Context: an optimization exercise on an open-source flow, tuned for small area and a short achievable clock period. The choices shown serve that exercise and are no tape-out recipe.
In this exercise RTL edits were held to simulation tests only and were not proved equivalent to the original.
Power is estimated from default activity; no workload was simulated.

==> design/flow/design.v <==
`default_nettype none
package safety_periph_pkg;
  typedef logic [31:0] addr_t;
  typedef logic [31:0] data_t;
  typedef logic [7:0]  irq_level_t;
  localparam data_t DecodeErrVal = 32'hBADC_AB1E;  
endpackage
`default_nettype wire
`timescale 1ns/1ps
`default_nettype none
module cl_regbus_decoder (
  input  logic         clk_i,
  input  logic         rst_n_i,
  input  logic         s_awvalid_i,
  output logic         s_awready_o,
  input  logic [31:0]  s_awaddr_i,
  input  logic         s_wvalid_i,
  output logic         s_wready_o,
  output logic         s_bvalid_o,
  input  logic         s_bready_i,
  output logic [1:0]   s_bresp_o,
  input  logic         s_arvalid_i,
  output logic         s_arready_o,
  input  logic [31:0]  s_araddr_i,
  output logic         s_rvalid_o,
  input  logic         s_rready_i,
  output logic [31:0]  s_rdata_o,
  output logic [1:0]   s_rresp_o,
  output logic         irq_we_o,    
  output logic [2:0]   pop_o,       
  output logic [5:0]   rid_o,       
  input  logic [7:0]   irq_lvl_i,
  input  logic         irq_en_i,
  input  logic [2:0][3:0]  cnt_i,
  input  logic [2:0]       ovf_i,
  input  logic [2:0][2:0]       rd_ptr_i,
  input  logic [2:0][7:0][31:0] log_addr_i,
  input  logic [2:0][7:0][1:0]  log_code_i
);
  logic        bvalid_q, rvalid_q, slverr_q;
  logic        idle, aw_go, wr_acc, rd_acc;
  logic        w_hit, w_irq_ok, w_pop_ok, wr_err;
  logic        r_hit, r_irq_ok, r_err_ok, rd_err;
  logic [1:0]  w_sel, r_sel;
  logic [31:0] rdata_q, rdata;
  assign idle   = ~(bvalid_q | rvalid_q);
  assign aw_go  = s_awvalid_i & s_wvalid_i;
  assign wr_acc = idle & aw_go;
  assign rd_acc = idle & s_arvalid_i & ~aw_go;
  assign w_hit    = (s_awaddr_i[31:21] == 11'd1) && (s_awaddr_i[20:14] == 7'd0);
  assign w_sel    = s_awaddr_i[13:12];
  assign w_irq_ok = (s_awaddr_i[11:8] == 4'd0) && !(s_awaddr_i[7] && s_awaddr_i[6]);
  assign w_pop_ok = (s_awaddr_i[11:0] == 12'h00C);
  assign wr_err   = !(w_hit && ((w_sel == 2'd0) ? w_irq_ok : w_pop_ok));
  assign r_hit    = (s_araddr_i[31:21] == 11'd1) && (s_araddr_i[20:14] == 7'd0);
  assign r_sel    = s_araddr_i[13:12];
  assign r_irq_ok = (s_araddr_i[11:8] == 4'd0) && !(s_araddr_i[7] && s_araddr_i[6]);
  assign r_err_ok = (s_araddr_i[11:4] == 8'd0) && (s_araddr_i[1:0] == 2'd0) &&
                    !(s_araddr_i[3] && s_araddr_i[2]);
  assign rd_err   = !(r_hit && ((r_sel == 2'd0) ? r_irq_ok : r_err_ok));
  assign irq_we_o = wr_acc && w_hit && (w_sel == 2'd0) && w_irq_ok;
  for (genvar u = 0; u < 3; u++) begin : gen_pop
    assign pop_o[u] = wr_acc && w_hit && (w_sel == 2'(u + 1)) && w_pop_ok;
  end
  always_ff @(posedge clk_i) begin
    if (!rst_n_i) begin
      bvalid_q <= 1'b0;
      rvalid_q <= 1'b0;
    end else begin
      if (wr_acc)          bvalid_q <= 1'b1;
      else if (s_bready_i) bvalid_q <= 1'b0;
      if (rd_acc)          rvalid_q <= 1'b1;
      else if (s_rready_i) rvalid_q <= 1'b0;
    end
  end
  always_ff @(posedge clk_i) begin
    if (wr_acc)      slverr_q <= wr_err;
    else if (rd_acc) slverr_q <= rd_err;
  end
  always_comb begin
    logic [23:0] sel_addr, sel_code;
    logic [2:0]  sel_stat;
    logic        err_rd, irq_rd;
    err_rd = r_hit && (r_sel != 2'd0) && r_err_ok;
    irq_rd = r_hit && (r_sel == 2'd0) && r_irq_ok;
    for (int u = 0; u < 3; u++) begin
      sel_stat[u] = err_rd && (r_sel == 2'(u + 1)) && (s_araddr_i[3:2] == 2'd0);
      for (int i = 0; i < 8; i++) begin
        sel_addr[8*u+i] = err_rd && (r_sel == 2'(u + 1)) && (s_araddr_i[3:2] == 2'd1) &&
                          (cnt_i[u] != 4'd0) && (rd_ptr_i[u] == 3'(i));
        sel_code[8*u+i] = err_rd && (r_sel == 2'(u + 1)) && (s_araddr_i[3:2] == 2'd2) &&
                          (cnt_i[u] != 4'd0) && (rd_ptr_i[u] == 3'(i));
      end
    end
    rdata = 32'd0;
    for (int u = 0; u < 3; u++) begin
      if (sel_stat[u]) rdata = rdata | {ovf_i[u], 27'd0, cnt_i[u]};
      for (int i = 0; i < 8; i++) begin
        if (sel_addr[8*u+i]) rdata = rdata | log_addr_i[u][i];
        if (sel_code[8*u+i]) rdata[1:0] = rdata[1:0] | log_code_i[u][i];
      end
    end
    if (irq_rd) rdata = rdata | {16'd0, irq_lvl_i, 7'd0, irq_en_i};
    if (!r_hit) rdata = safety_periph_pkg::DecodeErrVal;
  end
  always_ff @(posedge clk_i) begin
    if (rd_acc) rdata_q <= rdata;
  end
  assign rid_o     = s_araddr_i[7:2];
  assign s_rdata_o = rdata_q;
  assign s_awready_o = wr_acc;
  assign s_wready_o  = wr_acc;
  assign s_arready_o = rd_acc;
  assign s_bvalid_o  = bvalid_q;
  assign s_rvalid_o  = rvalid_q;
  assign s_bresp_o   = {slverr_q, 1'b0};
  assign s_rresp_o   = {slverr_q, 1'b0};
endmodule
`default_nettype wire
`timescale 1ns/1ps
`default_nettype none
module bus_err_unit (
  input  logic        clk_i,
  input  logic        rst_n_i,
  input  logic        bus_req_i,
  input  logic        bus_gnt_i,
  input  logic        bus_rvalid_i,
  input  logic [31:0] bus_addr_i,
  input  logic [1:0]  bus_err_i,
  input  logic        pop_i,       
  input  logic        clr_ovf_i,   
  output logic [3:0]  cnt_o,
  output logic        ovf_o,
  output logic [2:0]  rd_ptr_o,
  output logic [7:0][31:0] log_addr_o,
  output logic [7:0][1:0]  log_code_o
);
  logic [31:0] out_addr_q [2];
  logic        out_wr_q, out_rd_q;
  logic        out_push;
  logic [31:0] log_addr_q [8];
  logic [1:0]  log_code_q [8];
  logic [2:0]  rd_ptr_q, wr_slot;
  logic [3:0]  cnt_q;
  logic        ovf_q, full, err, push, pop;
  assign out_push = bus_req_i & bus_gnt_i;
  always_ff @(posedge clk_i) begin
    if (!rst_n_i) begin
      out_wr_q <= 1'b0;
      out_rd_q <= 1'b0;
    end else begin
      out_wr_q <= out_wr_q ^ out_push;
      out_rd_q <= out_rd_q ^ bus_rvalid_i;
    end
  end
  always_ff @(posedge clk_i) begin
    if (out_push && !out_wr_q) out_addr_q[0] <= bus_addr_i;
    if (out_push &&  out_wr_q) out_addr_q[1] <= bus_addr_i;
  end
  assign full    = cnt_q[3];
  assign err     = bus_rvalid_i & (bus_err_i != 2'b00);
  assign push    = err & ~full;  
  assign pop     = pop_i & (cnt_q != 4'd0);
  assign wr_slot = rd_ptr_q + cnt_q[2:0];
  always_ff @(posedge clk_i) begin
    for (int i = 0; i < 8; i++) begin
      if (push && wr_slot == 3'(i)) begin
        log_addr_q[i] <= out_rd_q ? out_addr_q[1] : out_addr_q[0];
        log_code_q[i] <= bus_err_i;
      end
    end
  end
  always_ff @(posedge clk_i) begin
    if (pop) rd_ptr_q <= rd_ptr_q + 3'd1;
  end
  always_ff @(posedge clk_i) begin
    if (!rst_n_i) begin
      cnt_q <= 4'd0;
      ovf_q <= 1'b0;
    end else begin
      cnt_q <= cnt_q + 4'(push) - 4'(pop);
      if (err && full) begin
        ovf_q <= 1'b1;
      end else if (pop_i && clr_ovf_i) begin
        ovf_q <= 1'b0;
      end
    end
  end
  assign cnt_o       = cnt_q;
  assign ovf_o       = ovf_q;
  assign rd_ptr_o    = rd_ptr_q;
  for (genvar i = 0; i < 8; i++) begin : gen_log_o
    assign log_addr_o[i] = log_addr_q[i];
    assign log_code_o[i] = log_code_q[i];
  end
endmodule
`default_nettype wire
`timescale 1ns/1ps
`default_nettype none
module irq_ctrl (
  input  logic        clk_i,
  input  logic        rst_n_i,
  input  logic [47:0] src_i,       
  input  logic        we_i,        
  input  logic [5:0]  wid_i,
  input  logic [15:0] wdata_i,
  input  logic [1:0]  wstrb_i,
  input  logic [5:0]  rid_i,       
  output logic [7:0]  rd_lvl_o,
  output logic        rd_en_o,
  output logic        irq_valid_o,
  input  logic        irq_ready_i,
  output logic [5:0]  irq_id_o,
  output logic [7:0]  irq_level_o
);
  localparam logic [47:0] Live = 48'hFFFF_001F_0000;
  logic [47:0] src_q, en_q;
  logic [7:0]  lvl_q [48];
  logic [5:0]  id_q;
  logic [7:0]  lvl_sel_q;
  logic        valid_q, held_pending, best_found;
  logic [5:0]  best_id;
  logic [7:0]  best_lvl;
  logic       en_wd;
  logic [7:0] lvl_wd;
  logic [47:0] en_we, lvl_we;
  assign en_wd  = wdata_i[0] & rst_n_i;
  assign lvl_wd = wdata_i[15:8] & {8{rst_n_i}};
  always_comb begin
    for (int i = 0; i < 48; i++) begin
      en_we[i]  = !rst_n_i || (we_i && wid_i == 6'(i) && wstrb_i[0]);
      lvl_we[i] = !rst_n_i || (we_i && wid_i == 6'(i) && wstrb_i[1]);
    end
  end
  always_ff @(posedge clk_i) begin
    for (int i = 0; i < 48; i++) begin
      if (en_we[i])  en_q[i]  <= en_wd;
      if (lvl_we[i]) lvl_q[i] <= lvl_wd;
    end
  end
  always_ff @(posedge clk_i) begin
    for (int i = 0; i < 48; i++) begin
      if (Live[i]) begin
        if (!rst_n_i) src_q[i] <= 1'b0;
        else          src_q[i] <= src_i[i];
      end
    end
  end
  for (genvar i = 0; i < 48; i++) begin : gen_dead
    if (!Live[i]) begin : gen_tie
      assign src_q[i] = 1'b0;
    end
  end
  assign rd_lvl_o = lvl_q[rid_i];
  assign rd_en_o  = en_q[rid_i];
  always_comb begin
    logic [47:0] cand, hit;
    cand = src_q & en_q;
    for (int b = 7; b >= 0; b--) begin
      for (int i = 0; i < 48; i++) hit[i] = cand[i] & lvl_q[i][b];
      best_lvl[b] = |hit;
      if (best_lvl[b]) cand = hit;
    end
    best_found = |best_lvl;
    best_id = 6'd0;
    for (int i = 0; i < 48; i++) begin
      if (cand[i]) best_id = 6'(i);
    end
  end
  assign held_pending = src_q[id_q] & en_q[id_q];
  always_ff @(posedge clk_i) begin
    if (!rst_n_i) begin
      valid_q <= 1'b0;
    end else if (valid_q) begin
      if (irq_ready_i || !held_pending) valid_q <= 1'b0;
    end else begin
      valid_q <= best_found;
    end
  end
  always_ff @(posedge clk_i) begin
    if (!valid_q && best_found) begin
      id_q      <= best_id;
      lvl_sel_q <= best_lvl;
    end
  end
  assign irq_valid_o = valid_q;
  assign irq_id_o    = id_q;
  assign irq_level_o = lvl_sel_q;
endmodule
`default_nettype wire
`timescale 1ns/1ps
`default_nettype none
module safety_periph_top #(
  parameter safety_periph_pkg::addr_t PeriphBaseAddr  = 32'h0020_0000,
  parameter int unsigned              NumExtIrqs      = 16,
  parameter int unsigned              NumBusErrBits   = 2,
  parameter int unsigned              NumOutstanding  = 2,
  parameter int unsigned              NumStoredErrors = 8
) (
  input  logic                                clk_i,
  input  logic                                rst_n_i,
  input  logic                                s_awvalid_i,
  output logic                                s_awready_o,
  input  safety_periph_pkg::addr_t            s_awaddr_i,
  input  logic                                s_wvalid_i,
  output logic                                s_wready_o,
  input  safety_periph_pkg::data_t            s_wdata_i,
  input  logic [3:0]                          s_wstrb_i,
  output logic                                s_bvalid_o,
  input  logic                                s_bready_i,
  output logic [1:0]                          s_bresp_o,
  input  logic                                s_arvalid_i,
  output logic                                s_arready_o,
  input  safety_periph_pkg::addr_t            s_araddr_i,
  output logic                                s_rvalid_o,
  input  logic                                s_rready_i,
  output safety_periph_pkg::data_t            s_rdata_o,
  output logic [1:0]                          s_rresp_o,
  input  logic                                instr_req_i,
  input  logic                                instr_gnt_i,
  input  logic                                instr_rvalid_i,
  input  safety_periph_pkg::addr_t            instr_addr_i,
  input  logic [NumBusErrBits-1:0]            instr_err_i,
  input  logic                                data_req_i,
  input  logic                                data_gnt_i,
  input  logic                                data_rvalid_i,
  input  safety_periph_pkg::addr_t            data_addr_i,
  input  logic [NumBusErrBits-1:0]            data_err_i,
  input  logic                                shadow_req_i,
  input  logic                                shadow_gnt_i,
  input  logic                                shadow_rvalid_i,
  input  safety_periph_pkg::addr_t            shadow_addr_i,
  input  logic [NumBusErrBits-1:0]            shadow_err_i,
  input  logic [1:0]                          timer_irqs_i,
  input  logic [NumExtIrqs-1:0]               ext_irqs_i,
  output logic                                irq_valid_o,
  input  logic                                irq_ready_i,
  output logic [$clog2(NumExtIrqs+32)-1:0]    irq_id_o,
  output safety_periph_pkg::irq_level_t       irq_level_o
);
  logic        irq_we;
  logic [2:0]  pop;
  logic [5:0]  rid;
  logic [7:0]  irq_lvl;
  logic        irq_en;
  logic [2:0][3:0]  cnt;
  logic [2:0]       ovf;
  logic [2:0][2:0]  rd_ptr;
  logic [2:0][7:0][31:0] log_addr;
  logic [2:0][7:0][1:0]  log_code;
  logic [2:0]  bus_err_irq;
  logic [47:0] irq_src;
  logic [2:0]  bus_req, bus_gnt, bus_rvalid;
  logic [2:0][31:0] bus_addr;
  logic [2:0][1:0]  bus_err;
  assign bus_req    = {shadow_req_i, data_req_i, instr_req_i};
  assign bus_gnt    = {shadow_gnt_i, data_gnt_i, instr_gnt_i};
  assign bus_rvalid = {shadow_rvalid_i, data_rvalid_i, instr_rvalid_i};
  assign bus_addr[0] = instr_addr_i;
  assign bus_addr[1] = data_addr_i;
  assign bus_addr[2] = shadow_addr_i;
  assign bus_err[0]  = instr_err_i;
  assign bus_err[1]  = data_err_i;
  assign bus_err[2]  = shadow_err_i;
  cl_regbus_decoder cl_regbus_decoder_i (
    .clk_i       ( clk_i       ),
    .rst_n_i     ( rst_n_i     ),
    .s_awvalid_i ( s_awvalid_i ),
    .s_awready_o ( s_awready_o ),
    .s_awaddr_i  ( s_awaddr_i  ),
    .s_wvalid_i  ( s_wvalid_i  ),
    .s_wready_o  ( s_wready_o  ),
    .s_bvalid_o  ( s_bvalid_o  ),
    .s_bready_i  ( s_bready_i  ),
    .s_bresp_o   ( s_bresp_o   ),
    .s_arvalid_i ( s_arvalid_i ),
    .s_arready_o ( s_arready_o ),
    .s_araddr_i  ( s_araddr_i  ),
    .s_rvalid_o  ( s_rvalid_o  ),
    .s_rready_i  ( s_rready_i  ),
    .s_rdata_o   ( s_rdata_o   ),
    .s_rresp_o   ( s_rresp_o   ),
    .irq_we_o    ( irq_we      ),
    .pop_o       ( pop         ),
    .rid_o       ( rid         ),
    .irq_lvl_i   ( irq_lvl     ),
    .irq_en_i    ( irq_en      ),
    .cnt_i       ( cnt         ),
    .ovf_i       ( ovf         ),
    .rd_ptr_i    ( rd_ptr      ),
    .log_addr_i  ( log_addr    ),
    .log_code_i  ( log_code    )
  );
  for (genvar b = 0; b < 3; b++) begin : gen_bus_err
    bus_err_unit bus_err_unit_i (
      .clk_i        ( clk_i         ),
      .rst_n_i      ( rst_n_i       ),
      .bus_req_i    ( bus_req[b]    ),
      .bus_gnt_i    ( bus_gnt[b]    ),
      .bus_rvalid_i ( bus_rvalid[b] ),
      .bus_addr_i   ( bus_addr[b]   ),
      .bus_err_i    ( bus_err[b]    ),
      .pop_i        ( pop[b]        ),
      .clr_ovf_i    ( s_wdata_i[31] ),
      .cnt_o        ( cnt[b]        ),
      .ovf_o        ( ovf[b]        ),
      .rd_ptr_o     ( rd_ptr[b]     ),
      .log_addr_o   ( log_addr[b]   ),
      .log_code_o   ( log_code[b]   )
    );
    assign bus_err_irq[b] = (cnt[b] != 4'd0);
  end
  always_comb begin
    irq_src        = '0;
    irq_src[17:16] = timer_irqs_i;
    irq_src[20:18] = bus_err_irq;
    irq_src[47:32] = ext_irqs_i;
  end
  irq_ctrl irq_ctrl_i (
    .clk_i       ( clk_i            ),
    .rst_n_i     ( rst_n_i          ),
    .src_i       ( irq_src          ),
    .we_i        ( irq_we           ),
    .wid_i       ( s_awaddr_i[7:2]  ),
    .wdata_i     ( s_wdata_i[15:0]  ),
    .wstrb_i     ( s_wstrb_i[1:0]   ),
    .rid_i       ( rid              ),
    .rd_lvl_o    ( irq_lvl          ),
    .rd_en_o     ( irq_en           ),
    .irq_valid_o ( irq_valid_o      ),
    .irq_ready_i ( irq_ready_i      ),
    .irq_id_o    ( irq_id_o         ),
    .irq_level_o ( irq_level_o      )
  );
endmodule
`default_nettype wire
==> design/flow/flow/run.sh <==
#!/bin/bash
# Layout: the standard flow (standard.sh, all steps) with these changes to
# how it is made, the SDC and its 40 ns clock unchanged:
#  - synthesis is the standard flow's own (flow/synth_area.tcl sources the same ORFS
#    synthesis) except that ABC maps the logic with flow/area.abc, an
#    area-only mapping; registers are mapped before ABC, so they are the
#    standard synthesis's;
#  - the port buffers are plain sky130 buf_1 cells;
#  - the clock tree is built from clkbuf_8 cells, in clusters of at most 16
#    sinks within 60 um, without dummy loads;
#  - timing repair works on every path longer than 16.4 ns.
# The make output goes to standard.log; each ORFS step keeps its own log
# under orfs/logs.
set -euo pipefail
work=$(pwd)
export BUFFER_PORTS_ARGS="-buffer_cell sky130_fd_sc_hd__buf_1"
export CTS_ARGS="-sink_clustering_enable -repair_clock_nets -dont_use_dummy_load -buf_list sky130_fd_sc_hd__clkbuf_8 -sink_clustering_size 16 -sink_clustering_max_diameter 60"
export SETUP_SLACK_MARGIN=23.6
sed "s#SYNTH_SCRIPT=[^ ]*#SYNTH_SCRIPT=$work/flow/synth_area.tcl#" standard.sh > flow_standard.sh
grep -q "SYNTH_SCRIPT=$work/flow/synth_area.tcl" flow_standard.sh
bash flow_standard.sh > standard.log 2>&1
==> design/flow/flow/area.abc <==
strash
&get -n
&st
&dch
&nf -a
&put
topo
==> design/flow/flow/synth_area.tcl <==
# The standard flow's synthesis (synth_recipe.tcl) with one change: ABC maps the logic with
# an area-only script (area.abc beside this file) instead of ORFS's abc_area.script.
# Registers are mapped before ABC runs, so they are the standard synthesis's.
set my_abc_script [file join [file dirname [file normalize [info script]]] area.abc]
proc abc {args} {
  set i [lsearch -exact $args -script]
  if {$i >= 0} { lset args [expr {$i + 1}] $::my_abc_script }
  yosys abc {*}$args
}
proc synth {args} { yosys synth -nofsm -noshare {*}$args }
source $::env(SCRIPTS_DIR)/synth.tcl
# left out here: clear keep_hierarchy, flatten, clean up, hide names made inside functions, write 1_2_yosys.v
==> design/flow/standard.sh <==
#!/bin/bash
# synth_recipe.tcl (not shown) runs the flow's synth.tcl, then flattens the netlist and writes it again
# the make line also repeats each setting of config.mk as NAME=value (left out here)
make -C /OpenROAD-flow-scripts/flow DESIGN_CONFIG=/design/flow/config.mk WORK_HOME=/design/flow/orfs CLKGATE_MAP_FILE= SYNTH_SCRIPT=/design/flow/synth_recipe.tcl "${@:-finish}"
==> design/flow/config.mk <==
export PLATFORM = sky130hd
export DESIGN_NAME = safety_periph_top
export DESIGN_NICKNAME = safety_periph_top
export VERILOG_FILES = /design/flow/design.v
export SDC_FILE = /design/flow/constraint.sdc
export NUM_CORES = 4
export LEC_CHECK = 0
export ABC_AREA = 1
export CAP_MARGIN = 20
export CORE_MARGIN = 2
export CORE_UTILIZATION = 65
export SLEW_MARGIN = 20
==> design/flow/constraint.sdc <==
create_clock -name core_clock -period 40.0 [get_ports {clk_i}]
set_input_delay 8.0000 -clock core_clock [delete_from_list [all_inputs] [get_ports {clk_i}]]
set_output_delay 8.0000 -clock core_clock [all_outputs]
set_load 0.01 [all_outputs]
==> impl_metrics.ini, run 1 <==
[status]
status = complete, no violations

[timing]
rsz0062_at_grt = yes
fmax_ghz = 0.0606
finalCriticalPeriod_ps = 16500
hold_ws_ps = 485
relSlewSlack_pct = 20.5
slew_violations = 0
worst_slew_pin_slew_ps = 1190
period_share_pct = 41.3
setup_tns_ps = 0
setup_violations = 0
hold_viol_final = 0
fin_skew_ps = 96.0

[yosys]
avgSynthCellArea_um2 = 16.8
synthAdderAreaFrac_pct = 1.08
syn_area_mm2 = 0.0596
yosysUniqueCellTypes = 64
synthXorXnorAreaFrac_pct = 0.132
yosysTopAreaCellShare_pct = 75.3
yosys.area.top_type = edfxtp_1
muxShareOfSynthArea_pct = 1.85
synthArstFlopShare_pct = 0
ys_warn_count = 35
synth-compound-area-share_pct = 12.2
synth_edf_count = 1496
yosys.area_share.simple_pct = 7.34
ys.flop_type = edfxtp_1
synth-seq-cells = 1541
synth_top_family_by_area = compound AO/OA/AOI/OAI gates
ys_seq_area_share_pct = 76.8
netlist_instances = 3544
yosys-top-cells-area = edfxtp_1, a22oi_1, a221oi_1

[die]
ios = 293
rows = 111
initial_core_util_pct = 65.4
die_w_um = 307
chipHeight_um = 307
dieArea_mm2 = 0.0942
coreArea_mm2 = 0.0912

[cts]
clk_pin_slew_ps = 100
cts-root-buf = clkbuf_8
clk_latency_ps = 810
h-tree-depth = 3
cts_tree = done
clock_sinks = 1541
clockBufferDepth = 3
cts_made_buffers = 114

[critical_path]
r2r_setup_slack_ps = 25290
cp_max_fo = 2
reg2regPathDepth = 50
cp-start-kind = primary input
worstSetupPathType = in2out
crit_arrival_ps = 8500
rr_startpoint = irq_ctrl_i.src_q[37]
critPathRequiredTime_ps = 32000
r2r_end = irq_ctrl_i.id_q[0]
end_kind = output pin

[power]
power_mw = 2.99
netSwitchingFraction_pct = 25.6
internal_power_mw = 2.23
netSwitchingPower_uw = 765
combPwrFrac_pct = 10.8
peakVddDrop_mv = 0.0392
p_per_area_mw_per_mm2 = 46.0
leakage_nw = 20.4
seq_power_share_pct = 65.3
p_clk_share_pct = 23.9

[place]
routabilityCongestion = 0.966
io_buffer_count = 266
dp_hpwl_mm = 113

[routing]
drc = 0
totalWireLength_mm = 176
drt_pass1_iterations = 9
vias_per_cell = 7.24
drtAntennaViolNets = 0
drtIter0Drc = 5759
vias = 38000
detail_route.wl_per_cell_um = 33.5

[global_routing]
grt_max_degree = 94
grt_pass1_vias = 36800
grt_use_total_pct = 37.3
antenna_found_initial = 11
grt_pass1_wl_mm = 249
grt-ovfl-total = 0

[min_path]
hold_end = gen_bus_err[0].bus_err_unit_i.ovf_q
hold_path_class = reg2reg
hold_start = gen_bus_err[0].bus_err_unit_i.ovf_q
hold-path-cell-count = 2

[cells_and_area]
post-route-util_pct = 71.3
nets = 4343
syn_to_final_growth_pct = 9.12
drive_gt1_share_pct = 7.79

[flow_run]
maxCapViolations = 0
-- state kept, by name (all words and copies together), names as in the netlist, 3 cells and up --
| signal | count |
|---|---|
| irq_ctrl_i.id_q | 6 |
| gen_bus_err.bus_err_unit_i.cnt_q | 12 |
| gen_bus_err.bus_err_unit_i.rd_ptr_q | 9 |
| irq_ctrl_i.lvl_sel_q | 8 |
| gen_bus_err.bus_err_unit_i.ovf_q | 3 |
| gen_bus_err.bus_err_unit_i.log_code_q | 48 |
| irq_ctrl_i.en_q | 48 |
| gen_bus_err.bus_err_unit_i.log_addr_q | 768 |
| irq_ctrl_i.src_q | 21 |
| gen_bus_err.bus_err_unit_i.out_wr_q | 3 |
| irq_ctrl_i.lvl_q | 384 |
| gen_bus_err.bus_err_unit_i.out_rd_q | 3 |
| gen_bus_err.bus_err_unit_i.out_addr_q | 192 |
| cl_regbus_decoder_i.rdata_q | 32 |
-- metrics by stage --
| stage | std cells | worst slack, ps | cell area [um^2] |
|---|---|---|---|
| 6_report | 5248 | 23500 | 65100 |
| 3_5_place_dp | 5120 | 22900 | 63300 |
| 5_1_grt | 5244 | 23480 | 65100 |
| 4_1_cts | 5239 | 23510 | 65000 |
| 3_3_place_gp | 5119 | 22930 | 63300 |
| 2_1_floorplan | 3545 | 23320 | 59700 |
-- worst max path at each step --
stage / startpoint / slack [ps] / cells after the start / endpoint
3_5_place_dp: s_arvalid_i / 22900 / 5 / s_arready_o
4_1_cts: s_wvalid_i / 23510 / 4 / s_arready_o
6_report: s_arvalid_i / 23500 / 5 / s_arready_o
5_1_grt: s_arvalid_i / 23480 / 5 / s_arready_o
3_3_place_gp: s_arvalid_i / 22930 / 5 / s_arready_o
2_1_floorplan: s_arvalid_i / 23320 / 2 / s_arready_o
-- cell usage after synthesis, types with 7 or more instances --
cell / number
nand2_1: 229
or2_0: 8
mux2_1: 96
a22o_1: 120
o211ai_1: 63
nor3_1: 83
nand3_1: 176
a31oi_1: 7
o2111ai_1: 11
and4_1: 12
or3_1: 7
edfxtp_1: 1496
a221oi_1: 149
nor4_1: 30
nor2b_1: 20
o221a_1: 25
o221ai_1: 12
ha_1: 42
nand4_1: 96
and2_0: 41
a21oi_1: 44
a222oi_1: 96
o21a_1: 33
o211a_1: 15
a32o_1: 11
a22oi_1: 189
dfxtp_1: 45
nand2b_1: 17
and3_1: 27
o21ai_0: 51
nor2_1: 103
o31ai_1: 23
clkinv_1: 77
-- logic make-up after synthesis --
logic type                 count (synthesis)
AOI/OAI and AO/OA                        894
buffers and inverters                     82
and+or+nand+nor                          872
DFF                                     1541
other                                      1
xor gates and xnor gates                   9
muxes                                     97
adders and majority gates                 48
-- area by class of cell --
class,instances,area [um^2]
Clock buffer,114,1570
Timing Repair Buffer,402,2110
Multi-Input combinational cell,1922,13800
Sequential cell,1541,45800
Antenna cell,6,15.0
Fill cell,5798,26200
Tap cell,1186,1480
Inverter,77,292
-- routing by layer --
layer | part of all wire (%) | up-vias | GRT usage [%]
li1 | - | 16000 | -
met1 | 33 | 18900 | 46.4
met2 | 49 | 2570 | 61.7
met3 | 10 | 509 | 5.18
met4 | 7.3 | 12 | 24.8
met5 | 0.045 | - | 0
-- cell usage in the layout (no fill, tap or decap), drive strengths merged, types with 8 or more instances in the layout --
cell / instances
o221a: 25
and2: 41
buf: 398
a221oi: 149
clkinv: 76
clkbuf: 117
nand2: 229
nand3: 176
o31ai: 23
nor2b: 20
o211ai: 63
nor4: 30
a22o: 120
o221ai: 12
and4: 12
o21a: 33
nor3: 83
or2: 8
o21ai: 51
a222oi: 96
nand4: 96
ha: 42
nand2b: 17
dfxtp: 45
and3: 27
nor2: 103
edfxtp: 1496
o211a: 15
a32o: 11
o2111ai: 11
a22oi: 189
a21oi: 44
mux2: 96
-- power by group through the flow --
stage          Combinational, mW  Clock [mW]  Sequential, mW
2_1_floorplan              0.164           0            1.97
5_1_grt                    0.341       0.765            1.96
3_3_place_gp               0.305           0            1.98
3_5_place_dp               0.314           0            1.99
4_1_cts                    0.317       0.719            1.95
6_report                   0.323       0.715            1.95
-- worst max-delay path: stages --
cell and delay [ps]:
buf_6 80, nand2_4 50, a21oi_4 160, buf_12 130
buf_6 90
-- timing repair --
item | in CTS | in global routing
hold buffers | 0 | 0
pin swaps | 2 | 0
setup endpoints to repair | 3 | 3
cloned | 1 | 0
hold endpoints to repair | 0 | 0
gates resized for setup | 18 | 3
buffers inserted | 4 | 2
==> inputs of run 2 (changes only) <==
--- a/design/flow/design.v
+++ b/design/flow/design.v
@@ -44,3 +44,6 @@
   logic [1:0]  w_sel, r_sel;
-  logic [31:0] rdata_q, rdata;
+  logic        rq_bad_q, rq_irq_q, rq_err_q, rq_ovf_q;
+  logic [5:0]  rq_id_q;
+  logic [1:0]  rq_unit_q;
+  logic [3:0]  rq_cnt_q;
   assign idle   = ~(bvalid_q | rvalid_q);
@@ -79,33 +82,44 @@
   end
+  always_ff @(posedge clk_i) begin
+    if (rd_acc) begin
+      rq_bad_q  <= !r_hit;
+      rq_irq_q  <= r_hit && (r_sel == 2'd0) && r_irq_ok;
+      rq_err_q  <= r_hit && (r_sel != 2'd0) && r_err_ok;
+      rq_id_q   <= s_araddr_i[7:2];
+      rq_unit_q <= r_sel;
+      case (r_sel)
+        2'd2:    begin rq_cnt_q <= cnt_i[1]; rq_ovf_q <= ovf_i[1]; end
+        2'd3:    begin rq_cnt_q <= cnt_i[2]; rq_ovf_q <= ovf_i[2]; end
+        default: begin rq_cnt_q <= cnt_i[0]; rq_ovf_q <= ovf_i[0]; end
+      endcase
+    end
+  end
+  assign rid_o = rq_id_q;
+  logic [23:0]       sel_addr, sel_code;
+  logic [31:0][23:0] addr_col;
+  logic [1:0][23:0]  code_col;
+  logic [31:0]       addr_or, stat, irq;
+  logic [1:0]        code_or;
+  logic              err_full;
   always_comb begin
-    logic [23:0] sel_addr, sel_code;
-    logic [2:0]  sel_stat;
-    logic        err_rd, irq_rd;
-    err_rd = r_hit && (r_sel != 2'd0) && r_err_ok;
-    irq_rd = r_hit && (r_sel == 2'd0) && r_irq_ok;
-    for (int u = 0; u < 3; u++) begin
-      sel_stat[u] = err_rd && (r_sel == 2'(u + 1)) && (s_araddr_i[3:2] == 2'd0);
-      for (int i = 0; i < 8; i++) begin
-        sel_addr[8*u+i] = err_rd && (r_sel == 2'(u + 1)) && (s_araddr_i[3:2] == 2'd1) &&
-                          (cnt_i[u] != 4'd0) && (rd_ptr_i[u] == 3'(i));
-        sel_code[8*u+i] = err_rd && (r_sel == 2'(u + 1)) && (s_araddr_i[3:2] == 2'd2) &&
-                          (cnt_i[u] != 4'd0) && (rd_ptr_i[u] == 3'(i));
-      end
-    end
-    rdata = 32'd0;
+    err_full = rq_err_q && (rq_cnt_q != 4'd0);
     for (int u = 0; u < 3; u++) begin
-      if (sel_stat[u]) rdata = rdata | {ovf_i[u], 27'd0, cnt_i[u]};
       for (int i = 0; i < 8; i++) begin
-        if (sel_addr[8*u+i]) rdata = rdata | log_addr_i[u][i];
-        if (sel_code[8*u+i]) rdata[1:0] = rdata[1:0] | log_code_i[u][i];
+        sel_addr[8*u+i] = err_full && (rq_id_q[1:0] == 2'd1) &&
+                          (rq_unit_q == 2'(u + 1)) && (rd_ptr_i[u] == 3'(i));
+        sel_code[8*u+i] = err_full && (rq_id_q[1:0] == 2'd2) &&
+                          (rq_unit_q == 2'(u + 1)) && (rd_ptr_i[u] == 3'(i));
       end
     end
-    if (irq_rd) rdata = rdata | {16'd0, irq_lvl_i, 7'd0, irq_en_i};
-    if (!r_hit) rdata = safety_periph_pkg::DecodeErrVal;
+    for (int k = 0; k < 24; k++) begin
+      for (int b = 0; b < 32; b++) addr_col[b][k] = sel_addr[k] & log_addr_i[k/8][k%8][b];
+      for (int b = 0; b < 2; b++)  code_col[b][k] = sel_code[k] & log_code_i[k/8][k%8][b];
+    end
+    for (int b = 0; b < 32; b++) addr_or[b] = |addr_col[b];
+    for (int b = 0; b < 2; b++)  code_or[b] = |code_col[b];
+    irq  = rq_irq_q ? {16'd0, irq_lvl_i, 7'd0, irq_en_i} : 32'd0;
+    stat = (rq_err_q && rq_id_q[1:0] == 2'd0) ? {rq_ovf_q, 27'd0, rq_cnt_q} : 32'd0;
+    s_rdata_o = rq_bad_q ? safety_periph_pkg::DecodeErrVal :
+                (addr_or | {30'd0, code_or} | irq | stat);
   end
-  always_ff @(posedge clk_i) begin
-    if (rd_acc) rdata_q <= rdata;
-  end
-  assign rid_o     = s_araddr_i[7:2];
-  assign s_rdata_o = rdata_q;
   assign s_awready_o = wr_acc;
@@ -255,2 +269,3 @@
   assign rd_en_o  = en_q[rid_i];
+  logic [47:0] cand_w;
   always_comb begin
@@ -263,8 +278,21 @@
     end
+    cand_w = cand;
     best_found = |best_lvl;
-    best_id = 6'd0;
-    for (int i = 0; i < 48; i++) begin
-      if (cand[i]) best_id = 6'(i);
-    end
   end
+  logic [127:1]      tv;
+  logic [127:1][5:0] tix;
+  for (genvar n = 64; n < 128; n++) begin : gen_leaf
+    if (n - 64 < 48) begin : gen_src
+      assign tv[n] = cand_w[n - 64];
+    end else begin : gen_none
+      assign tv[n] = 1'b0;
+    end
+    assign tix[n] = 6'd0;
+  end
+  for (genvar n = 1; n < 64; n++) begin : gen_node
+    localparam int unsigned H = 7 - $clog2(n + 1);  
+    assign tv[n]  = tv[2*n+1] | tv[2*n];
+    assign tix[n] = tv[2*n+1] ? (tix[2*n+1] | 6'(1 << (H - 1))) : tix[2*n];
+  end
+  assign best_id = tix[1];
   assign held_pending = src_q[id_q] & en_q[id_q];
==> impl_metrics.ini, run 2 <==
[cells_and_area]
nFillCells = 5536
multi_input_area_mm2 = 0.0136
final_cell_mix = edfxtp_1, nand2_1, buf_1
layout_commonest_cell = edfxtp_1
nets = 4286
drive_gt1_share_pct = 7.95
seq_area_mm2 = 0.0453
instances_no_fill = 5181
largestRegisters = gen_bus_err.bus_err_unit_i.log_addr_q: 768 flops, irq_ctrl_i.lvl_q: 384 flops, gen_bus_err.bus_err_unit_i.out_addr_q: 192 flops
design_area_mm2 = 0.0642
largest_reg_flops = 768
top_register = gen_bus_err.bus_err_unit_i.log_addr_q
syn_to_final_growth_pct = 9.13
post-route-util_pct = 71.5

[critical_path]
end_kind = output pin
crit_chain = buf_8 > a21oi_4 > buf_6
worstSetupPathType = in2out
crit_arrival_ps = 8400
crit_slowest_cell = a21oi_4
cp_max_fo = 2
critPathTopFamily = buffers and inverters
critical_path.max_stage_delay_ps = 170
critPathRequiredTime_ps = 32000
cp-start-kind = primary input
path_buf_inv = 2

[routing]
drt_pass1_iterations = 8
drtAntennaViolNets = 0
drc = 0
detail_route.wl_per_cell_um = 32.2
drtIter0Drc = 5927
vias_per_cell = 7.19
vias = 37200
totalWireLength_mm = 167

[cts]
cts_made_buffers = 115
clockBufferDepth = 3
cts_tree = done
h-tree-depth = 3
cts_hold_buf = 0
clk_pin_slew_ps = 60
cts-root-buf = clkbuf_8
clk_latency_ps = 850
clock_sinks = 1525

[place]
dp_hpwl_mm = 110
pre_cts_slack_ps = 23030
dpl.cell_count = 5055
io_buffer_count = 266
placed_cell_area_mm2 = 0.0625
routabilityCongestion = 1.04

[power]
leakage_nw = 20.1
seq_power_share_pct = 65.3
power_mw = 2.96
p_per_area_mw_per_mm2 = 46.0
p_clk_share_pct = 24.1
netSwitchingFraction_pct = 25.3
internal_power_mw = 2.21
combPwrFrac_pct = 10.6
peakVddDrop_mv = 0.0439
netSwitchingPower_uw = 748

[global_routing]
grt_use_total_pct = 35.5
grt-ovfl-total = 0
grt_pass1_vias = 36300
grt_pass1_wl_mm = 240
antenna_found_initial = 17
grt_max_degree = 82

[die]
chipHeight_um = 305
die_w_um = 305
initial_core_util_pct = 65.5
dieArea_mm2 = 0.0930
coreArea_mm2 = 0.0899
rows = 110
ios = 293

[yosys]
netlist_instances = 3500
avgSynthCellArea_um2 = 16.8
ys.flop_type = edfxtp_1
netlist_top_cells_count = edfxtp_1, nand2_1, a222oi_1
synth_edf_count = 1480
yosysUniqueCellTypes = 59
yosys-top-cells-area = edfxtp_1, a222oi_1, a22oi_1
synthArstFlopShare_pct = 0
yosysTopAreaCellShare_pct = 75.5
ys_seq_area_share_pct = 77.0
synth-seq-cells = 1525
yosys.area.top_type = edfxtp_1
syn_area_mm2 = 0.0589
ys_warn_count = 35
yosysMostFrequentCell = edfxtp_1

[timing]
fmax_ghz = 0.0610
setup_violations = 0
fin_ws_ps = 23600
slew_violations = 0
worst_slew_pin_slew_ps = 1290
setup_tns_ps = 0
finalCriticalPeriod_ps = 16400
relSlewSlack_pct = 13.2
rsz0062_at_grt = yes
hold_viol_final = 0
period_share_pct = 41.0
fin_skew_ps = 129
hold_ws_ps = 485

[status]
status = complete, no violations

[min_path]
hold_path_class = reg2reg

[flow_run]
maxCapViolations = 0
==> run 2: cell types whose count changed after synthesis, sizes merged, moves of 15 or more <==
| cell | delta |
|---|---|
| a221oi | -99 |
| a222oi | +115 |
| a22o | -84 |
| a31oi | +15 |
| edfxtp | -16 |
| nand2 | +32 |
| nand3 | +18 |
| nand4 | +36 |
| o211ai | -28 |
| o21a | +23 |
==> run 2: power groups by stage <==
stage / clock network [mW] / registers (mW) / logic (mW)
after CTS: 0.717 / 1.93 / 0.305
after floorplan: 0 / 1.95 / 0.158
final: 0.713 / 1.93 / 0.314
after detailed placement: 0 / 1.97 / 0.303
after global routing: 0.772 / 1.94 / 0.331
after global placement: 0 / 1.96 / 0.293
==> run 2: cell type report <==
cell class	instances	area share, %
multi-input cells	1903	21.2
inverters	68	0.401
repair buffers	388	3.06
flip-flops and latches	1525	70.6
clock buffers	115	2.46
well taps	1176	2.29
diodes	6	0.0234
==> run 2: timing repair <==
item                       4_1_cts  5_1_grt
hold endpoints to repair         0        0
cloned                           0        0
buffers inserted                 1        3
gates resized for setup         16        3
pin swaps                        2        1
setup endpoints to repair        3        3
==> run 2: tightest hold or removal path, delay by kind of cell, from the launching register on <==
family          cells  cell delay, ps
compound gates      2             130
flops               1             320
==> run 2: cells by family (layout without fill, tap and decap cells) <==
kind of cell	Yosys count	after routing	synth area share, %
mux	97	97	1.87
fa+ha+maj	48	48	1.10
other cells	1	8	0.00637
simple gates	932	932	7.92
compound gates	815	815	11.4
flops	1525	1525	77.0
xor+xnor	9	9	0.134
buf+inv	73	571	0.497
==> run 2: metal layers <==
layer	share of wire (%)	vias to the layer above	global-route usage, %
met2	49	2582	57.8
met3	9.9	501	6.09
met1	34	18300	45.1
met4	7.3	22	21.9
met5	0.071	-	0
li1	-	15800	-
==> run 2: final timing paths <==
kind                                            start                                  end  slack [ps]  cells past startpoint
setup / recovery                           s_wvalid_i                          s_arready_o       23600                      3
hold / removal    gen_bus_err[0].bus_err_unit_i.ovf_q  gen_bus_err[0].bus_err_unit_i.ovf_q         490                      2
hold reg to reg   gen_bus_err[0].bus_err_unit_i.ovf_q  gen_bus_err[0].bus_err_unit_i.ovf_q         490                      2
setup reg to reg              irq_ctrl_i.lvl_q[19][7]                   irq_ctrl_i.id_q[1]       25290                     41
==> inputs of run 3 (changes only) <==
--- a/design/flow/flow/run.sh
+++ b/design/flow/flow/run.sh
@@ -5,3 +5,4 @@
 #    synthesis) except that ABC maps the logic with flow/area.abc, an
-#    area-only mapping; registers are mapped before ABC, so they are the
+#    area-only mapping (two rounds of choice computation and area
+#    mapping after logic restructuring); registers are mapped before ABC, so they are the
 #    standard synthesis's;
==> design/flow/flow/area.abc (replaced) <==
strash
&get -n
&st
&syn3
&st
&dch -x
&nf -a -R 1000
&st
&dch -x
&nf -a -R 1000
&put
topo
==> impl_metrics.ini, run 3 <==
[yosys]
synthArstFlopShare_pct = 0
yosys-top-cells-area = edfxtp_1, a222oi_1, a22oi_1
yosysMostFrequentCell = edfxtp_1
netlist_instances = 3434
avgSynthCellArea_um2 = 16.9
syn_area_mm2 = 0.0581
yosysUniqueCellTypes = 54
synth-seq-cells = 1525
ys_warn_count = 35
ys.flop_type = edfxtp_1
synth_edf_count = 1480
netlist_top_cells_count = edfxtp_1, o21ai_0, nand2_1
ys_seq_area_share_pct = 78.0
yosys.area.top_type = edfxtp_1
yosysTopAreaCellShare_pct = 76.5

[cells_and_area]
syn_to_final_growth_pct = 9.77
largestRegisters = gen_bus_err.bus_err_unit_i.log_addr_q: 768 flops, irq_ctrl_i.lvl_q: 384 flops, gen_bus_err.bus_err_unit_i.out_addr_q: 192 flops
layout_commonest_cell = edfxtp_1
nets = 4243
final_cell_mix = edfxtp_1, buf_1, nand2_1
top_register = gen_bus_err.bus_err_unit_i.log_addr_q
drive_gt1_share_pct = 9.73
largest_reg_flops = 768
multi_input_area_mm2 = 0.0130
nFillCells = 5497
seq_area_mm2 = 0.0453

[timing]
rsz0062_at_grt = yes
slew_violations = 0
fin_ws_ps = 23550
setup_tns_ps = 0
relSlewSlack_pct = 14.8
fmax_ghz = 0.0608
finalCriticalPeriod_ps = 16450
setup_violations = 0
hold_viol_final = 0
worst_slew_pin_slew_ps = 1270
period_share_pct = 41.1
fin_skew_ps = 104

[die]
ios = 293
dieArea_mm2 = 0.0918
chipHeight_um = 303
rows = 109
initial_core_util_pct = 65.6
coreArea_mm2 = 0.0885
die_w_um = 303

[cts]
clk_latency_ps = 840
clockBufferDepth = 3
cts_made_buffers = 112
clk_pin_slew_ps = 80
cts_tree = done
cts-root-buf = clkbuf_8
clock_sinks = 1525
h-tree-depth = 3

[global_routing]
grt-ovfl-total = 0
grt_pass1_wl_mm = 266
antenna_found_initial = 6
grt_max_degree = 83
grt_pass1_vias = 37600
grt_use_total_pct = 41.7

[status]
status = complete, no violations

[critical_path]
worstSetupPathType = in2out
cp-start-kind = primary input
crit_arrival_ps = 8450
cp_max_fo = 2
end_kind = output pin
r2r_setup_slack_ps = 25310
reg2regPathDepth = 49
critPathRequiredTime_ps = 32000

[min_path]
hold-path-cell-count = 2
hold_path_class = reg2reg

[place]
pre_cts_slack_ps = 23050
io_buffer_count = 266
routabilityCongestion = 0.969
dp_hpwl_mm = 115

[flow_run]
maxCapViolations = 0

[routing]
vias = 38900
detail_route.wl_per_cell_um = 37.3
drt_pass1_iterations = 26
totalWireLength_mm = 191
vias_per_cell = 7.59
drtIter0Drc = 7733
drtAntennaViolNets = 0
drc = 0

[power]
leakage_nw = 19.9
peakVddDrop_mv = 0.0520
p_per_area_mw_per_mm2 = 46.9
## run 3: changes by cell type in the layout (fill, tap and decap cells not counted), sizes merged, moves of 26 or more
| cell | delta |
|---|---|
| a221oi | +28 |
| a22oi | -36 |
| a32oi | +26 |
| buf | +28 |
| nand2 | -54 |
| nand3 | -77 |
| nand4 | -58 |
| o21ai | +191 |
| o221a | -27 |
| o22ai | +26 |
## run 3: area by class of cell
cell class	count	area share (%)
Sequential cell	1525	71.1
Multi-Input combinational cell	1845	20.4
Timing Repair Buffer	414	3.40
Clock buffer	112	2.42
Tap cell	1165	2.29
Inverter	60	0.353
Antenna cell	4	0.0157
## run 3: repair_timing
item / 4_1_cts / 5_1_grt
pin swaps: 2 / 1
buffers inserted: 4 / 0
hold buffers: 0 / 0
gates resized for setup: 18 / 1
hold endpoints to repair: 0 / 0
endpoints found under the setup margin: 3 / 3
## run 3: per-layer routing
metal  share of wire [%]  track usage [%]
met1                  32             53.4
met2                  47             66.6
met3                  14             9.60
met4                 7.0             23.3
met5               0.018                0
## run 3: per-stage QoR
step                      cells  instance area, um^2  power (mW)  hold slack [ps]  utilization [%]
after floorplan            3435                58100        2.12              456                -
after global placement     5002                62100        2.29              480             70.1
after detailed placement   5003                62100        2.31              521             70.2
after CTS                  5119                63700        2.98              533             72.0
after global routing       5122                63800        3.06              563             72.1
final                      5125                63800        2.99              538             72.1
## run 3: path summary, 6_finish.rpt
kind,end,from
worst max-delay path,s_arready_o,s_arvalid_i
worst min-delay path,gen_bus_err[1].bus_err_unit_i.ovf_q,gen_bus_err[1].bus_err_unit_i.ovf_q
worst max register to register,irq_ctrl_i.id_q[1],irq_ctrl_i.lvl_q[45][7]
worst min register to register,gen_bus_err[1].bus_err_unit_i.ovf_q,gen_bus_err[1].bus_err_unit_i.ovf_q
## run 3: kinds of logic (layout without fill, tap and decap cells)
logic type	count (synthesis)	after routing	share of synthesized area [%]
buffers and inverters	65	586	0.452
flip-flops	1525	1525	78.0
adder cells (fa/ha/maj)	48	48	1.11
AO/OA/AOI/OAI	948	948	12.1
other	1	6	0.00645
XOR/XNOR	9	9	0.136
multiplexers	96	96	1.86
AND/OR/NAND/NOR	742	742	6.29
## run 3: worst max-delay path: stages
cell and delay [ps]:
buf_8 80, nand2_4 50, a21oi_4 190, buf_6 130
## run 3: power breakdown
group	internal, mW	switching, mW	total (mW)
Sequential	1.88	0.0565	1.94
Clock	0.249	0.462	0.711
Combinational	0.0819	0.260	0.342
==> inputs of run 4 (changes only) <==
--- a/design/flow/config.mk
+++ b/design/flow/config.mk
@@ -8,5 +8,5 @@
 export ABC_AREA = 1
-export CAP_MARGIN = 20
+export CAP_MARGIN = 10
 export CORE_MARGIN = 2
 export CORE_UTILIZATION = 65
-export SLEW_MARGIN = 20
+export SLEW_MARGIN = 10
==> impl_metrics.ini, run 4 <==
[status]
status = complete, no violations

[yosys]
yosys-top-cells-area = edfxtp_1, a222oi_1, a22oi_1
synth-seq-cells = 1525
netlist_instances = 3434
ys.flop_type = edfxtp_1
yosys.area.top_type = edfxtp_1
synthArstFlopShare_pct = 0
yosysTopAreaCellShare_pct = 76.5
yosysUniqueCellTypes = 54
yosysMostFrequentCell = edfxtp_1
syn_area_mm2 = 0.0581
ys_warn_count = 35
synth_edf_count = 1480
netlist_top_cells_count = edfxtp_1, o21ai_0, nand2_1
avgSynthCellArea_um2 = 16.9
ys_seq_area_share_pct = 78.0

[timing]
fin_skew_ps = 87.1
setup_tns_ps = 0
setup_violations = 0
relSlewSlack_pct = 10.7
worst_slew_pin_slew_ps = 1330
fmax_ghz = 0.0608
hold_viol_final = 0
finalCriticalPeriod_ps = 16450
rsz0062_at_grt = yes
period_share_pct = 41.1
slew_violations = 0

[routing]
detail_route.wl_per_cell_um = 37.4
drtAntennaViolNets = 0
vias = 38900
drtIter0Drc = 7441
vias_per_cell = 7.58
totalWireLength_mm = 192
drt_pass1_iterations = 27
drc = 0

[die]
ios = 293
coreArea_mm2 = 0.0885
die_w_um = 303
chipHeight_um = 303
initial_core_util_pct = 65.6
dieArea_mm2 = 0.0918
rows = 109

[flow_run]
maxCapViolations = 0

[cells_and_area]
syn_to_final_growth_pct = 9.69
largest_reg_flops = 768
layout_commonest_cell = edfxtp_1
nets = 4242
nFillCells = 5450
drive_gt1_share_pct = 9.53
multi_input_area_mm2 = 0.0130
largestRegisters = gen_bus_err.bus_err_unit_i.log_addr_q: 768 flops, irq_ctrl_i.lvl_q: 384 flops, gen_bus_err.bus_err_unit_i.out_addr_q: 192 flops
top_register = gen_bus_err.bus_err_unit_i.log_addr_q
post-route-util_pct = 72.0
final_cell_mix = edfxtp_1, buf_1, nand2_1
seq_area_mm2 = 0.0453

[critical_path]
critPathRequiredTime_ps = 32000
crit_arrival_ps = 8450
cp_max_fo = 2
worstSetupPathType = in2out
end_kind = output pin
cp-start-kind = primary input

[cts]
clock_sinks = 1525
cts_made_buffers = 113
cts_hold_buf = 0
clk_latency_ps = 860
cts-root-buf = clkbuf_8
h-tree-depth = 3
cts_tree = done
clockBufferDepth = 3
clk_pin_slew_ps = 70

[min_path]
hold_path_class = reg2reg

[global_routing]
grt_max_degree = 83
antenna_found_initial = 4
grt-ovfl-total = 0
grt_pass1_vias = 37500
grt_pass1_wl_mm = 267
grt_use_total_pct = 41.8

[power]
p_per_area_mw_per_mm2 = 46.9
power_mw = 2.99
peakVddDrop_mv = 0.0393
leakage_nw = 19.9

[place]
dp_hpwl_mm = 115
routabilityCongestion = 0.969
io_buffer_count = 266
## run 4: kinds of logic (layout without fill, tap and decap cells)
kind of cell / count (synthesis) / after routing / synth area share (%)
xor+xnor: 9 / 9 / 0.136
buf+inv: 65 / 585 / 0.452
flops: 1525 / 1525 / 78.0
fa+ha+maj: 48 / 48 / 1.11
mux: 96 / 96 / 1.86
simple gates: 742 / 742 / 6.29
compound gates: 948 / 948 / 12.1
other cells: 1 / 8 / 0.00645
## run 4: area by class of cell
type | count | share of cell area, %
Tap cell | 1165 | 2.29
Antenna cell | 6 | 0.0236
Multi-Input combinational cell | 1845 | 20.4
Inverter | 60 | 0.353
Timing Repair Buffer | 412 | 3.38
Clock buffer | 113 | 2.44
Sequential cell | 1525 | 71.1
## run 4: critical path, cell delays in order
cell,delay [ps]
buf_8,80
nand2_4,40
a21oi_4,190
buf_6,130
## run 4: timing repair
item                                    CTS  global route
endpoints found under the setup margin    3             3
gates resized for setup                  17             2
endpoints found under the hold margin     0             0
pin swaps                                 2             0
buffers inserted                          4             1
## run 4: through the flow
| step | hold WS [ps] | setup WS [ps] | cell area, um^2 | std cells |
|---|---|---|---|---|
| 4_1_cts | 534 | 23560 | 63700 | 5119 |
| 3_5_place_dp | 523 | 23060 | 62100 | 5002 |
| 2_1_floorplan | 456 | 23580 | 58100 | 3435 |
| 3_3_place_gp | 480 | 23120 | 62100 | 5002 |
| 5_1_grt | 559 | 23550 | 63700 | 5125 |
| 6_report | 529 | 23550 | 63700 | 5126 |
## run 4: layer usage
layer	share of wire (%)	vias up	GRT usage [%]
met5	0.0063	-	0
met4	7.0	2	23.2
met3	14	872	9.44
met2	47	3602	67.1
met1	32	18900	53.6
li1	-	15500	-
## run 4: where the power goes
part           internal (mW)  total (mW)  switching [mW]
clock network          0.251       0.712           0.461
registers               1.88        1.94          0.0568
logic                 0.0818       0.343           0.261
total                   2.21        2.99           0.778
## run 4: path summary, 6_finish.rpt
check             cells after the start                                start  slack [ps]                             endpoint
setup reg to reg                     49              irq_ctrl_i.lvl_q[45][7]       25260                   irq_ctrl_i.id_q[1]
hold / removal                        2  gen_bus_err[1].bus_err_unit_i.ovf_q         530  gen_bus_err[1].bus_err_unit_i.ovf_q
hold reg to reg                       2  gen_bus_err[1].bus_err_unit_i.ovf_q         530  gen_bus_err[1].bus_err_unit_i.ovf_q
setup / recovery                      4                          s_arvalid_i       23550                          s_arready_o
==> inputs of run 5 (changes only) <==
--- a/design/flow/flow/run.sh
+++ b/design/flow/flow/run.sh
@@ -11,3 +11,3 @@
 #    sinks within 60 um, without dummy loads;
-#  - timing repair works on every path longer than 16.4 ns.
+#  - timing repair works on every path longer than 16.2 ns.
 # The make output goes to standard.log; each ORFS step keeps its own log
@@ -18,3 +18,3 @@
 export CTS_ARGS="-sink_clustering_enable -repair_clock_nets -dont_use_dummy_load -buf_list sky130_fd_sc_hd__clkbuf_8 -sink_clustering_size 16 -sink_clustering_max_diameter 60"
-export SETUP_SLACK_MARGIN=23.6
+export SETUP_SLACK_MARGIN=23.8
 sed "s#SYNTH_SCRIPT=[^ ]*#SYNTH_SCRIPT=$work/flow/synth_area.tcl#" standard.sh > flow_standard.sh
--- a/design/flow/config.mk
+++ b/design/flow/config.mk
@@ -8,5 +8,5 @@
 export ABC_AREA = 1
-export CAP_MARGIN = 10
+export CAP_MARGIN = 20
 export CORE_MARGIN = 2
 export CORE_UTILIZATION = 65
-export SLEW_MARGIN = 10
+export SLEW_MARGIN = 20
==> impl_metrics.ini, run 5 <==
[yosys]
avgSynthCellArea_um2 = 16.9
yosys-top-cells-area = edfxtp_1, a222oi_1, a22oi_1
synth_edf_count = 1480
yosysTopAreaCellShare_pct = 76.5
synthArstFlopShare_pct = 0
ys_seq_area_share_pct = 78.0
syn_area_mm2 = 0.0581
yosysMostFrequentCell = edfxtp_1
yosys.area.top_type = edfxtp_1
ys_warn_count = 35
netlist_top_cells_count = edfxtp_1, o21ai_0, nand2_1
netlist_instances = 3434
yosysUniqueCellTypes = 54
ys.flop_type = edfxtp_1
synth-seq-cells = 1525

[global_routing]
grt-ovfl-total = 0
grt_util_met1_pct = 53.4
antenna_found_initial = 6
grt_max_degree = 83
gr-usage-met2_pct = 66.6
grt-busiest-layer = met2
grt_use_total_pct = 41.7
grt_pass1_wl_mm = 266
grt_pass1_vias = 37600
use_met3_pct = 9.60

[cells_and_area]
top_register = gen_bus_err.bus_err_unit_i.log_addr_q
final_cell_mix = edfxtp_1, buf_1, nand2_1
drive_gt1_share_pct = 9.73
instances_no_fill = 5125
nets = 4243
largestRegisters = gen_bus_err.bus_err_unit_i.log_addr_q: 768 flops, irq_ctrl_i.lvl_q: 384 flops, gen_bus_err.bus_err_unit_i.out_addr_q: 192 flops
syn_to_final_growth_pct = 9.77
post-route-util_pct = 72.1
largest_reg_flops = 768
layout_commonest_cell = edfxtp_1

[cts]
cts_made_buffers = 112
clk_pin_slew_ps = 80
h-tree-depth = 3
cts_tree = done
clk_latency_ps = 840
clockBufferDepth = 3
clock_sinks = 1525
cts_hold_buf = 0
cts-root-buf = clkbuf_8

[timing]
rsz0062_at_grt = yes
setup_tns_ps = 0
worst_slew_pin_slew_ps = 1270
slew_violations = 0
hold_viol_final = 0
fin_skew_ps = 104
fmax_ghz = 0.0608
fin_ws_ps = 23550
finalCriticalPeriod_ps = 16450
relSlewSlack_pct = 14.8
setup_violations = 0
period_share_pct = 41.1

[routing]
vias = 38900
drc = 0
totalWireLength_mm = 191
drt_pass1_iterations = 26
detail_route.wl_per_cell_um = 37.3
vias_per_cell = 7.59
drtAntennaViolNets = 0
drtIter0Drc = 7733

[critical_path]
critPathRequiredTime_ps = 32000
worstSetupPathType = in2out
critical_path.max_stage_delay_ps = 190
crit_chain = buf_8 > nand2_4 > a21oi_4 > buf_6
crit_slowest_cell = a21oi_4
crit_arrival_ps = 8450
critPathTopFamily = buffers and inverters
path_buf_inv = 2
cp-start-kind = primary input
end_kind = output pin
cp_max_fo = 2

[power]
peakVddDrop_mv = 0.0520
leakage_nw = 19.9
p_per_area_mw_per_mm2 = 46.9

[place]
dp_hpwl_mm = 115
dpl.cell_count = 5003
io_buffer_count = 266
routabilityCongestion = 0.969
pre_cts_slack_ps = 23050

[die]
rows = 109
initial_core_util_pct = 65.6
coreArea_mm2 = 0.0885
chipHeight_um = 303
die_w_um = 303
dieArea_mm2 = 0.0918
ios = 293

[flow_run]
maxCapViolations = 0

[min_path]
hold_path_class = reg2reg

[status]
status = complete, no violations
[run 5: cell counts after synthesis]
Identical to the previous run, type by type.
[run 5: report_power, final]
part           internal [mW]  total (mW)  switching [mW]
clock                  0.249       0.711           0.462
sequential              1.88        1.94          0.0565
combinational         0.0819       0.342           0.260
total                   2.21        2.99           0.779
[run 5: cell type report]
type	count	area (um^2)
sequential	1525	45300
fill	5497	24700
multi-input combinational	1845	13000
timing repair buffer	414	2170
clock buffer	112	1540
tap	1165	1460
inverter	60	225
antenna	4	10.0
[run 5: worst reg2reg max path: cells and delay by family (launching register included)]
family	cells	cell delay (ps)
AOI/OAI and AO/OA	17	6090
and+or+nand+nor	24	5260
buffers and inverters	8	2500
DFF	1	510
[run 5: cells by family (layout without fill, tap and decap cells)]
family          after synthesis  count (layout)  synth area share [%]
buf+inv                      65             586                 0.452
flops                      1525            1525                  78.0
fa+ha+maj                    48              48                  1.11
other cells                   1               6               0.00645
xor+xnor                      9               9                 0.136
simple gates                742             742                  6.29
compound gates              948             948                  12.1
mux                          96              96                  1.86
[run 5: repair_timing]
item,in CTS,in global routing
pin swaps,2,1
resized for setup,18,1
endpoints found under the setup margin,3,3
setup buffers,4,0
[run 5: stage by stage]
stage	power [mW]	cell area [um^2]	hold slack (ps)
floorplan	2.12	58100	456
global placement	2.29	62100	480
detailed placement	2.31	62100	521
CTS	2.98	63700	533
global route	3.06	63800	563
finish	2.99	63800	538
[run 5: final timing paths]
| path | startpoint | end | slack, ps | cells past startpoint |
|---|---|---|---|---|
| worst min-delay path | gen_bus_err[1].bus_err_unit_i.ovf_q | gen_bus_err[1].bus_err_unit_i.ovf_q | 540 | 2 |
| worst max register to register | irq_ctrl_i.lvl_q[45][7] | irq_ctrl_i.id_q[1] | 25310 | 49 |
| worst min register to register | gen_bus_err[1].bus_err_unit_i.ovf_q | gen_bus_err[1].bus_err_unit_i.ovf_q | 540 | 2 |
| worst max-delay path | s_arvalid_i | s_arready_o | 23550 | 4 |
[run 5: metal layers]
| layer | share of wire, % | up-vias |
|---|---|---|
| met4 | 7.0 | 6 |
| met1 | 32 | 18900 |
| met3 | 14 | 880 |
| met5 | 0.018 | - |
| met2 | 47 | 3663 |
| li1 | - | 15500 |

re-timing with driven ports:
Ports are ideal in the flow. The routed layouts listed here were re-timed in OpenROAD.
Step 1: set_driving_cell puts a clkbuf_16 on clk_i and a buf_2 on each other input, an assumption about the parent block.
Step 2 adds t to the input delays and takes it off the output delays; t is the mean of the earliest and latest rising clock arrival at the registers after step 1. Input paths then give back, and output paths get back, about the clock's delay inside the block.
a / b / c = no drivers / after step 1 / after step 2; a / b = the first two.
run	shift t [ns]	setup slack, ns	clock arrival spread, ns	worst register clock-pin slew, ns	pins driven straight from the clock port
run 1	0.844	23.499 / 23.451 / 23.451	0.120 / 0.120	0.11 / 0.11	1
run 2	0.845	23.601 / 23.550 / 23.550	0.141 / 0.141	0.11 / 0.11	1
run 3	0.853	23.547 / 23.485 / 23.485	0.125 / 0.125	0.11 / 0.11	1
run 4	0.877	23.553 / 23.494 / 23.494	0.140 / 0.141	0.11 / 0.11	1
run 5	0.853	23.547 / 23.485 / 23.485	0.125 / 0.125	0.11 / 0.11	1
After both steps setup and hold are still met in every run listed.
